Source: an optimization exercise on an open RTL-to-GDS flow (aim: small area, a short achievable clock period and few clock cycles per item). Production flows keep margins and buffers that such runs may drop. The RTL was checked by simulation tests, not by an equivalence proof against the original design. Power figures rest on the tool's default switching activity, not on a simulated workload.

===== flow/config.mk =====
export PLATFORM = sky130hd
export DESIGN_NAME = rs_decoder_16_8
export DESIGN_NICKNAME = rs_decoder_16_8
export VERILOG_FILES = /design/flow/design.v
export SDC_FILE = /design/flow/constraint.sdc
export NUM_CORES = 4
export LEC_CHECK = 0
export CAP_MARGIN = 20
export CORE_MARGIN = 2
export CORE_UTILIZATION = 30
export SLEW_MARGIN = 20

===== flow/constraint.sdc =====
create_clock -name core_clock -period 25.0 [get_ports {clk}]
set_input_delay 5.0000 -clock core_clock [delete_from_list [all_inputs] [get_ports {clk}]]
set_output_delay 5.0000 -clock core_clock [all_outputs]
set_load 0.01 [all_outputs]

===== flow/design.v =====
module rs_decoder_16_8 (
   input  logic       clk,
   input  logic       rst,
   input  logic       din_val,
   input  logic       din_sop,
   input  logic       din_eop,
   input  logic [7:0] din,
   output logic       symb_out_val,
   output logic [7:0] symb_out_cnt,
   output logic [7:0] symb_corrected
);
   localparam int unsigned SYM_W = 8;
   localparam int unsigned N     = 16;
   localparam int unsigned NSYN  = 8;
   localparam int unsigned T_MAX = 4;
   localparam int unsigned LAM_N = NSYN + 1;
   localparam logic [SYM_W-1:0] ALPHA     = 8'h02;
   localparam logic [SYM_W-1:0] ALPHA_INV = 8'h8E;
   function automatic logic [SYM_W-1:0] gf_mul(input logic [SYM_W-1:0] a, input logic [SYM_W-1:0] b);
      logic [SYM_W-1:0] p;
      logic [SYM_W-1:0] aa;
      p  = '0;
      aa = a;
      for (int i = 0; i < int'(SYM_W); i++) begin
         if (b[i]) p = p ^ aa;
         aa = {aa[SYM_W-2:0], 1'b0} ^ (aa[SYM_W-1] ? 8'h1D : 8'h00);
      end
      gf_mul = p;
   endfunction
   function automatic logic [SYM_W-1:0] gf_inv(input logic [SYM_W-1:0] a);
      logic [SYM_W-1:0] r;
      logic [SYM_W-1:0] p;
      r = 8'h01;
      p = a;
      for (int i = 0; i < 8; i++) begin
         if (i != 0) r = gf_mul(r, p);
         p = gf_mul(p, p);
      end
      gf_inv = r;
   endfunction
   typedef enum logic [2:0] {S_IDLE, S_BM, S_OMEGA, S_CHIEN, S_OUT} state_t;
   state_t           state, state_n;
   logic [3:0]       step;
   logic [SYM_W-1:0] rx    [N];
   logic [SYM_W-1:0] err   [N];
   logic [SYM_W-1:0] syn   [NSYN];
   logic [SYM_W-1:0] lam   [LAM_N];
   logic [SYM_W-1:0] bb    [LAM_N];
   logic [SYM_W-1:0] lam_n [LAM_N];
   logic [SYM_W-1:0] bb_n  [LAM_N];
   logic [SYM_W-1:0] om    [NSYN];
   logic [SYM_W-1:0] om_c  [NSYN];
   logic [4:0]       in_cnt;
   logic             in_frame;
   logic [3:0]       deg_l, deg_l_n;
   logic [SYM_W-1:0] gamma, gamma_n, delta_c;
   logic             grow_c;
   logic [SYM_W-1:0] xinv, xpos;
   logic [SYM_W-1:0] x2_c, lam_eval_c, dlam_c, om_eval_c, e_val_c;
   logic [4:0]       roots;
   logic             accept_c, frame_done_c, fail_c;
   assign accept_c     = (state == S_IDLE) && din_val;
   assign frame_done_c = accept_c && !din_sop && in_frame && (in_cnt == 5'd15) && din_eop;
   assign fail_c       = (deg_l > 4'(T_MAX)) || ({1'b0, deg_l} != roots);
   always_ff @(posedge clk) begin
      if (rst) state <= S_IDLE;
      else     state <= state_n;
   end
   always_comb begin
      state_n = state;
      case (state)
         S_IDLE:  if (frame_done_c) state_n = S_BM;
         S_BM:    if (step == 4'd7) state_n = S_OMEGA;
         S_OMEGA: state_n = S_CHIEN;
         S_CHIEN: if (step == 4'd15) state_n = S_OUT;
         S_OUT:   if (step == 4'd15) state_n = S_IDLE;
         default: state_n = S_IDLE;
      endcase
   end
   always_ff @(posedge clk) begin
      if (rst)                  step <= '0;
      else if (state_n != state) step <= '0;
      else                      step <= step + 4'd1;
   end
   always_ff @(posedge clk) begin
      if (rst) begin
         in_cnt   <= '0;
         in_frame <= 1'b0;
         for (int i = 0; i < int'(N); i++)    rx[i]  <= '0;
         for (int j = 0; j < int'(NSYN); j++) syn[j] <= '0;
      end else if (accept_c) begin
         if (din_sop) begin
            rx[0]    <= din;
            in_cnt   <= 5'd1;
            in_frame <= !din_eop;
            for (int j = 0; j < int'(NSYN); j++) syn[j] <= din;
         end else if (in_frame) begin
            rx[in_cnt[3:0]] <= din;
            in_cnt          <= in_cnt + 5'd1;
            if ((in_cnt == 5'd15) || din_eop) in_frame <= 1'b0;
            for (int j = 0; j < int'(NSYN); j++) syn[j] <= gf_mul(syn[j], 8'(1 << j)) ^ din;
         end
      end
   end
   always_comb begin
      delta_c = '0;
      for (int i = 0; i < int'(LAM_N); i++)
         if (i <= int'(step)) delta_c = delta_c ^ gf_mul(lam[i], syn[3'(int'(step) - i)]);
      grow_c   = (delta_c != '0) && (({1'b0, deg_l} << 1) <= {1'b0, step});
      lam_n[0] = gf_mul(gamma, lam[0]);
      for (int i = 1; i < int'(LAM_N); i++) lam_n[i] = gf_mul(gamma, lam[i]) ^ gf_mul(delta_c, bb[i-1]);
      bb_n[0] = '0;
      for (int i = 1; i < int'(LAM_N); i++) bb_n[i] = bb[i-1];
      deg_l_n = deg_l;
      gamma_n = gamma;
      if (grow_c) begin
         for (int i = 0; i < int'(LAM_N); i++) bb_n[i] = lam[i];
         deg_l_n = 4'(step + 4'd1 - deg_l);
         gamma_n = delta_c;
      end
   end
   always_comb begin
      for (int i = 0; i < int'(NSYN); i++) begin
         om_c[i] = '0;
         for (int j = 0; j <= i; j++) om_c[i] = om_c[i] ^ gf_mul(syn[j], lam[i-j]);
      end
      lam_eval_c = '0;
      for (int i = int'(LAM_N) - 1; i >= 0; i--) lam_eval_c = gf_mul(lam_eval_c, xinv) ^ lam[i];
      x2_c   = gf_mul(xinv, xinv);
      dlam_c = '0;
      for (int i = 7; i >= 1; i -= 2) dlam_c = gf_mul(dlam_c, x2_c) ^ lam[i];
      om_eval_c = '0;
      for (int i = int'(NSYN) - 1; i >= 0; i--) om_eval_c = gf_mul(om_eval_c, xinv) ^ om[i];
      e_val_c = gf_mul(gf_mul(xpos, om_eval_c), gf_inv(dlam_c));
   end
   always_ff @(posedge clk) begin
      if (rst) begin
         deg_l <= '0;
         gamma <= 8'h01;
         xinv  <= 8'h01;
         xpos  <= 8'h01;
         roots <= '0;
         for (int i = 0; i < int'(LAM_N); i++) begin lam[i] <= '0; bb[i] <= '0; end
         for (int i = 0; i < int'(NSYN); i++)  om[i]  <= '0;
         for (int i = 0; i < int'(N); i++)     err[i] <= '0;
      end else begin
         case (state)
            S_IDLE: if (frame_done_c) begin
               deg_l <= '0;
               gamma <= 8'h01;
               xinv  <= 8'h01;
               xpos  <= 8'h01;
               roots <= '0;
               for (int i = 0; i < int'(LAM_N); i++) begin
                  lam[i] <= (i == 0) ? 8'h01 : 8'h00;
                  bb[i]  <= (i == 0) ? 8'h01 : 8'h00;
               end
               for (int i = 0; i < int'(N); i++) err[i] <= '0;
            end
            S_BM: begin
               for (int i = 0; i < int'(LAM_N); i++) begin lam[i] <= lam_n[i]; bb[i] <= bb_n[i]; end
               deg_l <= deg_l_n;
               gamma <= gamma_n;
            end
            S_OMEGA: for (int i = 0; i < int'(NSYN); i++) om[i] <= om_c[i];
            S_CHIEN: begin
               if (lam_eval_c == '0) begin
                  err[4'(4'd15 - step)] <= e_val_c;
                  roots                 <= roots + 5'd1;
               end
               xinv <= gf_mul(xinv, ALPHA_INV);
               xpos <= gf_mul(xpos, ALPHA);
            end
            default: ;
         endcase
      end
   end
   always_ff @(posedge clk) begin
      if (rst || (state != S_OUT)) begin
         symb_out_val   <= 1'b0;
         symb_out_cnt   <= '0;
         symb_corrected <= '0;
      end else begin
         symb_out_val   <= 1'b1;
         symb_out_cnt   <= {4'b0000, step};
         symb_corrected <= rx[step] ^ (fail_c ? 8'h00 : err[step]);
      end
   end
endmodule

===== flow/run.sh =====
#!/bin/bash
# synth_recipe.tcl (not shown) runs the flow's synth.tcl, then flattens the netlist and writes it again
# the make line also repeats each setting of config.mk as NAME=value (left out here)
make -C /OpenROAD-flow-scripts/flow DESIGN_CONFIG=/design/flow/config.mk WORK_HOME=/design/flow/orfs CLKGATE_MAP_FILE= SYNTH_SCRIPT=/design/flow/synth_recipe.tcl finish

==> report_table.html <==
<table>
<tr><th>Metric</th><th>Value</th></tr>
<tr><th colspan="2">Status</th></tr>
<tr><td>Result of the run</td><td>finished clean</td></tr>
<tr><th colspan="2">Routing</th></tr>
<tr><td>Via count</td><td>129100</td></tr>
<tr><td>Number of detailed-route iterations in the first pass</td><td>9</td></tr>
<tr><td>Drt wl/cell</td><td>25.35 µm</td></tr>
<tr><td>Remaining antenna violation count after routing</td><td>0</td></tr>
<tr><td>Final wirelength</td><td>587400 µm</td></tr>
<tr><td>Remaining DRCs</td><td>0</td></tr>
<tr><td>Initial DRC Count</td><td>about 19000</td></tr>
<tr><td>Routed vias/inst</td><td>5.573</td></tr>
<tr><th colspan="2">Logic synthesis</th></tr>
<tr><td>Synthesis warning total</td><td>8</td></tr>
<tr><td>Flops &amp; latches, synth</td><td>579</td></tr>
<tr><td>Number of distinct library cells after synthesis</td><td>127</td></tr>
<tr><td>Mean post-synth cell area</td><td>7.038 µm²</td></tr>
<tr><td>Number of synthesized flops with an enable pin</td><td>around 260</td></tr>
<tr><td>Commonest register cell after synthesis</td><td>sky130_fd_sc_hd__dfxtp_1</td></tr>
<tr><td>Leading cell types by total area after synthesis</td><td>sky130_fd_sc_hd__xnor2_1, sky130_fd_sc_hd__nand2_1, sky130_fd_sc_hd__xor2_1</td></tr>
<tr><td>FFs w/ async S/R, synth</td><td>0</td></tr>
<tr><td>Post-synthesis instance area</td><td>~130000 µm²</td></tr>
<tr><td>Post-Synthesis Cells</td><td>18240</td></tr>
<tr><td>Sequential fraction of the synthesis area</td><td>0.1103</td></tr>
<tr><td>Post-synth top area cell</td><td>sky130_fd_sc_hd__xnor2_1</td></tr>
<tr><td>Area share of the largest cell type after synthesis</td><td>0.3185</td></tr>
<tr><th colspan="2">STA</th></tr>
<tr><td>Post-route worst hold slack</td><td>~0.5 ns</td></tr>
<tr><td>Final setup violating endpoints</td><td>0</td></tr>
<tr><td>Unrepaired setup endpoints after global routing</td><td>false</td></tr>
<tr><td>Count of final hold-check violations</td><td>0</td></tr>
<tr><td>Sum of negative setup slack</td><td>0 ns</td></tr>
<tr><td>Highest attainable clock frequency</td><td>42.11 MHz</td></tr>
<tr><td>Pins Over Slew Limit</td><td>0</td></tr>
<tr><td>Final clock skew</td><td>~0.064 ns</td></tr>
<tr><td>Transition at the pin with the smallest max-transition slack</td><td>1.422 ns</td></tr>
<tr><td>Period utilization</td><td>0.9498</td></tr>
<tr><td>Final worst path period need</td><td>23.75 ns</td></tr>
<tr><td>Normalized max-slew margin</td><td>0.04486</td></tr>
<tr><th colspan="2">Power</th></tr>
<tr><td>Register share of total power</td><td>0.283</td></tr>
<tr><td>Switching power total</td><td>1680 µW</td></tr>
<tr><td>Net Sw Frac</td><td>0.4593</td></tr>
<tr><td>Relative contribution of the clock network to total power</td><td>0.316</td></tr>
<tr><td>Worst vdd ir</td><td>slightly below 0.00006 V</td></tr>
<tr><td>Leakage</td><td>roughly 0.042 µW</td></tr>
<tr><td>Part of the total power dissipated in combinational logic</td><td>0.401</td></tr>
<tr><td>Power density relative to cell area</td><td>26.45 nW/µm²</td></tr>
<tr><td>Internal cell power</td><td>between 1500 and 2000 µW</td></tr>
<tr><th colspan="2">Finish</th></tr>
<tr><td>Multi-input gate area in the final layout</td><td>approximately 110000 µm²</td></tr>
<tr><td>Cell Count, Final, Fillers Out</td><td>about 23000</td></tr>
<tr><td>Area taken by flip-flops and latches</td><td>14410 µm²</td></tr>
<tr><td>Most frequent standard cell in the layout excluding fill and tap cells</td><td>sky130_fd_sc_hd__nand2_1</td></tr>
<tr><td>Final instance area</td><td>138300 µm²</td></tr>
<tr><td>Fraction of final layout cells with drive strength greater than 1</td><td>0.07781</td></tr>
<tr><td>Most frequent cells in the layout</td><td>sky130_fd_sc_hd__nand2_1, sky130_fd_sc_hd__xnor2_1, sky130_fd_sc_hd__nor2_1</td></tr>
<tr><td>Util after Layout</td><td>0.3241</td></tr>
<tr><td>Number of fill cells</td><td>45330</td></tr>
<tr><td>Syn-to-layout area delta</td><td>7.766%</td></tr>
<tr><td>Net count reported at finish</td><td>17470</td></tr>
<tr><th colspan="2">Setup path</th></tr>
<tr><td>Data arrival time of the critical path</td><td>24.20 ns</td></tr>
<tr><td>Worst-path cell with the longest stage delay</td><td>sky130_fd_sc_hd__dfxtp_4</td></tr>
<tr><td>Worst EP required</td><td>25.45 ns</td></tr>
<tr><td>Max incr delay on CP</td><td>0.66 ns</td></tr>
<tr><td>Largest driver fanout on the critical path</td><td>37</td></tr>
<tr><td>Element type at the critical path start</td><td>flop</td></tr>
<tr><td>Cell repeated most along the worst path</td><td>sky130_fd_sc_hd__xnor3_1</td></tr>
<tr><td>Startpoint-to-endpoint class of the critical path</td><td>flop to flop</td></tr>
<tr><td>Critical path capture point type</td><td>flop</td></tr>
<tr><th colspan="2">Run</th></tr>
<tr><td>Max-cap violation count</td><td>0</td></tr>
<tr><th colspan="2">Clocking</th></tr>
<tr><td>Master cell of the clock root buffer</td><td>sky130_fd_sc_hd__clkbuf_16</td></tr>
<tr><td>Htree depth</td><td>3</td></tr>
<tr><td>Number of sinks driven by the clock tree</td><td>579</td></tr>
<tr><td>Number of buffers created by CTS</td><td>75</td></tr>
<tr><td>Clock transition at path regs</td><td>0.06 ns</td></tr>
<tr><td>TritonCTS clock tree</td><td>yes</td></tr>
<tr><td>Buffer depth of the longest clock path</td><td>3</td></tr>
<tr><td>Count of hold buffers inserted by post-cts repair</td><td>0</td></tr>
<tr><td>Insertion delay of the later-clocked pin in the worst-skew pair</td><td>between 0.7 and 0.8 ns</td></tr>
<tr><th colspan="2">Place</th></tr>
<tr><td>Count of buffers inserted at the top-level ports</td><td>25</td></tr>
<tr><td>Detailed placer's ending HPWL</td><td>387400 µm</td></tr>
<tr><td>Instance count after placement with tap cells included</td><td>roughly 23000</td></tr>
<tr><td>Total cell area at the placement stage</td><td>135500 µm²</td></tr>
<tr><td>Global placement routability congestion</td><td>1.033</td></tr>
<tr><th colspan="2">Die</th></tr>
<tr><td>Total I/O pin count</td><td>30</td></tr>
<tr><td>Die X-Extent</td><td>about 660 µm</td></tr>
<tr><td>Initial Util</td><td>0.3007</td></tr>
<tr><td>Area of the placeable core</td><td>roughly 430000 µm²</td></tr>
<tr><td>Full die area</td><td>433000 µm²</td></tr>
<tr><td>Number of cell rows</td><td>240</td></tr>
<tr><td>Die Ht</td><td>between 600 and 700 µm</td></tr>
<tr><th colspan="2">Global route</th></tr>
<tr><td>Via count of the first global-routing pass</td><td>roughly 120k</td></tr>
<tr><td>Global-route wire length before repair</td><td>about 840000 µm</td></tr>
<tr><td>Tot GR Track Use</td><td>0.2588</td></tr>
<tr><td>Largest net degree at the start of global routing</td><td>154</td></tr>
<tr><td>Antenna violations before repair</td><td>27</td></tr>
<tr><td>Remaining global-route overflow</td><td>0</td></tr>
<tr><th colspan="2">Min path</th></tr>
<tr><td>Worst min-delay path class</td><td>flop to flop</td></tr>
</table>
==> cell usage after synthesis, types with 23 or more instances <==
master                     number
sky130_fd_sc_hd__ha_1          47
sky130_fd_sc_hd__or2_2         35
sky130_fd_sc_hd__a21o_1        35
sky130_fd_sc_hd__mux2i_1      185
sky130_fd_sc_hd__a22oi_1      293
sky130_fd_sc_hd__a221oi_1      48
sky130_fd_sc_hd__nand2b_1      89
sky130_fd_sc_hd__xnor2_1     4667
sky130_fd_sc_hd__inv_1        102
sky130_fd_sc_hd__o211ai_1      64
sky130_fd_sc_hd__nor3_1       171
sky130_fd_sc_hd__edfxtp_1     256
sky130_fd_sc_hd__xnor3_1      218
sky130_fd_sc_hd__a222oi_1      46
sky130_fd_sc_hd__mux2_2        92
sky130_fd_sc_hd__xor2_1      1224
sky130_fd_sc_hd__mux4_2        80
sky130_fd_sc_hd__xor3_1        30
sky130_fd_sc_hd__o21ai_0      469
sky130_fd_sc_hd__and3_1        43
sky130_fd_sc_hd__or3_1         38
sky130_fd_sc_hd__o22ai_1       81
sky130_fd_sc_hd__nor2_1      1460
sky130_fd_sc_hd__nand2_1     4655
sky130_fd_sc_hd__nand3_1      175
sky130_fd_sc_hd__and2_1       162
sky130_fd_sc_hd__nor2b_1      104
sky130_fd_sc_hd__a31oi_1       60
sky130_fd_sc_hd__o21ai_1       28
sky130_fd_sc_hd__o31ai_1       24
sky130_fd_sc_hd__a32oi_1       26
sky130_fd_sc_hd__clkbuf_1    1123
sky130_fd_sc_hd__buf_2         79
sky130_fd_sc_hd__dfxtp_1      323
sky130_fd_sc_hd__xnor2_2       40
sky130_fd_sc_hd__nand4_1       23
sky130_fd_sc_hd__a211oi_1     163
sky130_fd_sc_hd__a21oi_1      605
sky130_fd_sc_hd__nor2_2        27
sky130_fd_sc_hd__buf_1        372
==> metrics by stage <==
stage | power, µW | worst slack [ns]
floorplan | 1780 | 4.323
global placement | 2408 | 0.7894
detailed placement | 2412 | 0.8520
CTS | 3560 | 0.7309
global route | 3695 | 0.008257
finish | 3658 | 1.255
==> metal layers <==
| metal | up-vias | wire length (µm) | global-route usage |
|---|---|---|---|
| li1 | 56910 | - | - |
| met1 | 60930 | 222600 | 0.3276 |
| met2 | 8802 | 236300 | 0.3755 |
| met3 | 2456 | 79490 | 0.08080 |
| met4 | 36 | 48350 | 0.1704 |
| met5 | - | 680 | 0.006427 |
==> area by class of cell <==
| class | instances | share of cell area |
|---|---|---|
| clock inverters | 31 | 0.002669 |
| clock buffers | 108 | 0.01559 |
| multi-input cells | 15930 | 0.7838 |
| repair buffers | 687 | 0.03838 |
| flip-flops and latches | 579 | 0.1042 |
| inverters | 131 | 0.003601 |
| diodes | 17 | 0.0003076 |
| well taps | 5687 | 0.05145 |
==> worst paths after layout <==
kind,from,end,slack (ns),cells after the start
worst max-delay path,xinv[6],err[8][7],1.25,68
worst min-delay path,in_cnt[4],in_cnt[4],0.50,2
worst max register to register,xinv[6],err[8][7],1.25,68
worst min register to register,in_cnt[4],in_cnt[4],0.50,2
==> flip-flops by register name, indices dropped and copies added (netlist names), 3 cells and up <==
register	cells
xinv	8
roots	5
gamma	8
bb	64
rx	128
symb_corrected	8
om	64
syn	64
step	4
err	128
state	3
symb_out_cnt	4
lam	72
deg_l	4
in_cnt	5
xpos	8
==> power groups by stage <==
stage | combinational [µW] | clock, µW | sequential, µW
after floorplan | 743 | 0 | 1040
after global routing | 1460 | 1200 | 1030
after detailed placement | 1360 | 0 | 1050
after CTS | 1370 | 1160 | 1030
final | 1470 | 1160 | 1040
after global placement | 1360 | 0 | 1050
==> critical path, delay by kind of cell, from the launching register on <==
| kind | cells | cell delay, ns |
|---|---|---|
| mux | 1 | 0.33 |
| fa+ha+maj | 2 | 0.79 |
| flops | 1 | 0.66 |
| xor+xnor | 28 | 11.99 |
| compound gates | 16 | 4.40 |
| simple gates | 16 | 4.12 |
| buf+inv | 5 | 1.09 |
==> what timing repair did <==
item / 4_1_cts / 5_1_grt
setup buffers: 0 / 3
gates resized for setup: 0 / 13
endpoints found under the setup margin: 0 / 128
==> cell families after synthesis <==
family,after synthesis,synth area share
compound gates,2210,0.1119
xor+xnor,6233,0.4605
fa+ha+maj,48,0.004738
buf+inv,1729,0.05224
flops,579,0.1103
mux,362,0.03698
other cells,1,0.00002922
simple gates,7073,0.2233
Testbench counts, summed over its fixed seeds: cycles 18,248, frames 320.

==> re-timing with driven ports <==
How much do the figures lean on ideal ports? The routed layout below was timed once more, with nothing changed but the port constraints. Step 1 (the two cells are an assumption about what drives the block):
set clk [get_ports {clk}]
set_driving_cell -lib_cell sky130_fd_sc_hd__clkbuf_16 $clk
set_driving_cell -lib_cell sky130_fd_sc_hd__buf_2 [delete_from_list [all_inputs] $clk]
Step 2, shift: input delay + t, output delay - t, t = (earliest + latest rising clock arrival at the registers) / 2. This alone moves slack from input paths to output paths. Three values: ideal, step 1, step 2; two values: the first two.
t (ns): 0.831
setup slack, ns: 1.255 / 1.255 / 1.255
worst setup path at the end: register to register
clock arrival spread, ns: 0.064 / 0.064
cell pins on the clock port's net: 1
After both steps this run still meets setup and hold. For this run, drivers alone change the setup slack by 0.000 ns; drivers and shift together by 0.000 ns.
